This is an optimization exercise on Yosys and OpenROAD, whose aim is small area and a short achievable clock period, not a production implementation. The RTL was checked by simulation tests, not by an equivalence proof against the original design. Power is estimated from default activity; no workload was simulated.

Design rv_dmem, start of the top module:
module rv_dmem (
    input  logic        clk_in,
    input  logic        rst_in,
    input  logic [31:0] dm_addr,
    input  logic [31:0] dm_data_out,
    input  logic [3:0]  dm_wr_mask,
    input  logic        dm_wr_req,
    output logic [31:0] dm_data_in,
    output logic        dm_ready,
    output logic        err_mask,
    output logic        err_range
);
Size in the first run: roughly 5500 cells after synthesis, roughly 2100 flip-flops, roughly 110 I/O pins, about 0.077 mm^2 of cells after synthesis.
make LEC_CHECK=0 CAP_MARGIN=20 CORE_MARGIN=2 CORE_UTILIZATION=60 CTS_CLUSTER_DIAMETER=80 CTS_CLUSTER_SIZE=24 GPL_TIMING_DRIVEN=1 SETUP_SLACK_MARGIN=1.6 SLEW_MARGIN=20 SYNTH_HIERARCHICAL=1 SYNTH_MINIMUM_KEEP_SIZE=0 TNS_END_PERCENT=20 finish   # period 3.6 ns
run.sh (not shown) runs the stock make flow with config.mk's settings and CLKGATE_MAP_FILE= SYNTH_SCRIPT=/design/flow/synth_recipe.tcl, a recipe that flattens the netlist after the stock synthesis.
==> next run, changes <==
- SETUP_SLACK_MARGIN: 1.6 -> 1.5
- TNS_END_PERCENT: 20 -> not set
Hold slack gets worse by 55 ps. Global-route usage goes down by 0.38 points. Worst setup slack is worse by 82 ps. Fmax shrinks by a few percent. Register-to-register slack is about the same. Final cell count stays flat. Wire length hardly moves.
==> next run, changes <==
- GPL_TIMING_DRIVEN: 1 -> 0
- SETUP_SLACK_MARGIN: 1.5 -> 1.6
What happened: The new run produced a clean layout. Clock-buffer cell count is lower by 8. Power goes up slightly. Non-clock buffer count fell by 118. Design area increases by a few percent. Die area does not change. Routed wire length rises by a little under a tenth. Global-route usage grows by 1.9 points. Sequential cell count stays the same. Worst setup slack degrades by 100 ps.
==> next run, changes <==
- GPL_TIMING_DRIVEN: 0 -> 1
Outcome: The new run ran to the end with no violations. Count of clock-buffer cells in the layout rose by 8. Wire length shrinks by 5.3%. Fmax went up by 8.4%. Total power falls by 0.41%. Synthesized area stays the same. Design area fell by 2.5%. Sequential power hardly moves. Via count came out lower by 1.6%. Global-route usage decreases by 1.5 points. Sequential cell count is unchanged.
==> next run, changes <==
- SETUP_SLACK_MARGIN: 1.6 -> 1.7
What happened:
- design area went up by about 4%
- power went up by 0.36%
- synthesized area stays the same
- count of clock-buffer cells in the layout stays the same
- via count went up by 2.9%
- global-route usage went up by 2.4 points
- routed wire length went up by 5.7%
- clock power stays flat
- sequential share of layout area went down by 2.6 points
- clock skew went up by 7.7 ps
==> next run, changes <==
- CTS_CLUSTER_DIAMETER: 80 -> 90
- CTS_CLUSTER_SIZE: 24 -> 28
- SETUP_SLACK_MARGIN: 1.7 -> 1.6
What happened:
- The changed run passed the timing, design-rule and antenna checks
- maximum frequency grows by 4.8%
- area after synthesis stays the same
- setup slack improved by 100 ps
- synthesized cell count is unchanged

========
Another version of the RTL of rv_dmem (not shown whole).
Size: ~5300 cells after synthesis, about 2100 flip-flops, about 110 I/O pins, ~78000 um2 of cells after synthesis.
// rv_dmem
module rv_dmem (
    input  logic        clk_in,
    input  logic        rst_in,
    input  logic [31:0] dm_addr,
    input  logic [31:0] dm_data_out,
    input  logic [3:0]  dm_wr_mask,
    input  logic        dm_wr_req,
    output logic [31:0] dm_data_in,
    output logic        dm_ready,
    output logic        err_mask,
    output logic        err_range
);
Settings: LEC_CHECK=0, CAP_MARGIN=20, CORE_MARGIN=2, CORE_UTILIZATION=60, CTS_CLUSTER_DIAMETER=70, CTS_CLUSTER_SIZE=20, GPL_TIMING_DRIVEN=1, SETUP_SLACK_MARGIN=1.6, SLEW_MARGIN=20, SYNTH_HIERARCHICAL=1, SYNTH_MINIMUM_KEEP_SIZE=0; clock period 3.6 ns.
Next try:
CTS_CLUSTER_DIAMETER = 100   (was 70)
CTS_CLUSTER_SIZE = 30   (was 20)
What happened: The new run produced a clean layout; synthesized area stays the same; global-route usage decreases by 0.41 points; non-clock buffer count increases by 24; critical path depth stays the same; register-to-register slack loses 0.02 ns; die area does not change; worst setup slack loses 0.037 ns; final cell count decreases by 0.77%; wire length decreases by 0.88%; flip-flop and latch count does not change; core utilization decreases by 1.4 points.
Next try:
CTS_CLUSTER_DIAMETER = 80   (was 100)
CTS_CLUSTER_SIZE = 24   (was 30)
What happened: Count of clock-buffer cells in the layout grows by 28; setup slack is better by 0.076 ns; via count is about the same; cell area shrinks by 0.51%; cell count barely changes; synthesized cell count is unchanged.

==> re-timing with driven ports <==
The results above use ideal ports. As a check the final layouts listed here were re-extracted and re-timed, cells and wires unchanged. Step 1, drivers: a clkbuf_16 drives clk_in and a buf_2 each remaining input, both assumed. Step 2 times the ports against the registers' clock, not the clock port: input delays grow and output delays shrink by t, the midpoint of the rising clock arrivals with the driver on. Slacks: ideal / step 1 / step 2; pairs: ideal / step 1.
| run | t, ns | setup WS [ns] | hold WS [ns] | worst setup path after step 2 |
|---|---|---|---|---|
| the first run of note 1 | 0.823 | 1.517 / 1.427 / 0.604 | 0.456 / 0.425 / 0.456 | input to register |
| the second run of note 1 | 0.822 | 1.435 / 1.386 / 0.565 | 0.401 / 0.349 / 0.454 | input to register |
| the third run of note 1 | 0.830 | 1.335 / 1.171 / 0.342 | 0.399 / 0.352 / 0.464 | input to register |
| the fourth run of note 1 | 0.822 | 1.510 / 1.451 / 0.629 | 0.457 / 0.420 / 0.457 | input to register |
| the fifth run of note 1 | 0.822 | 1.415 / 1.400 / 0.578 | 0.449 / 0.413 / 0.459 | input to register |
| the sixth run of note 1 | 0.819 | 1.515 / 1.429 / 0.639 | 0.458 / 0.424 / 0.458 | input to register |
| the first run of note 2 | 0.822 | 1.541 / 1.540 / 0.764 | 0.462 / 0.444 / 0.462 | input to register |
| the second run of note 2 | 0.794 | 1.504 / 1.532 / 0.738 | 0.466 / 0.456 / 0.466 | input to register |
| the third run of note 2 | 0.802 | 1.580 / 1.551 / 0.749 | 0.464 / 0.455 / 0.464 | input to register |
After both steps setup and hold are still met in every run listed. The setup slack of the third run of note 1, which loses most, moves by -0.164 ns with the drivers and by -0.993 ns with both steps.
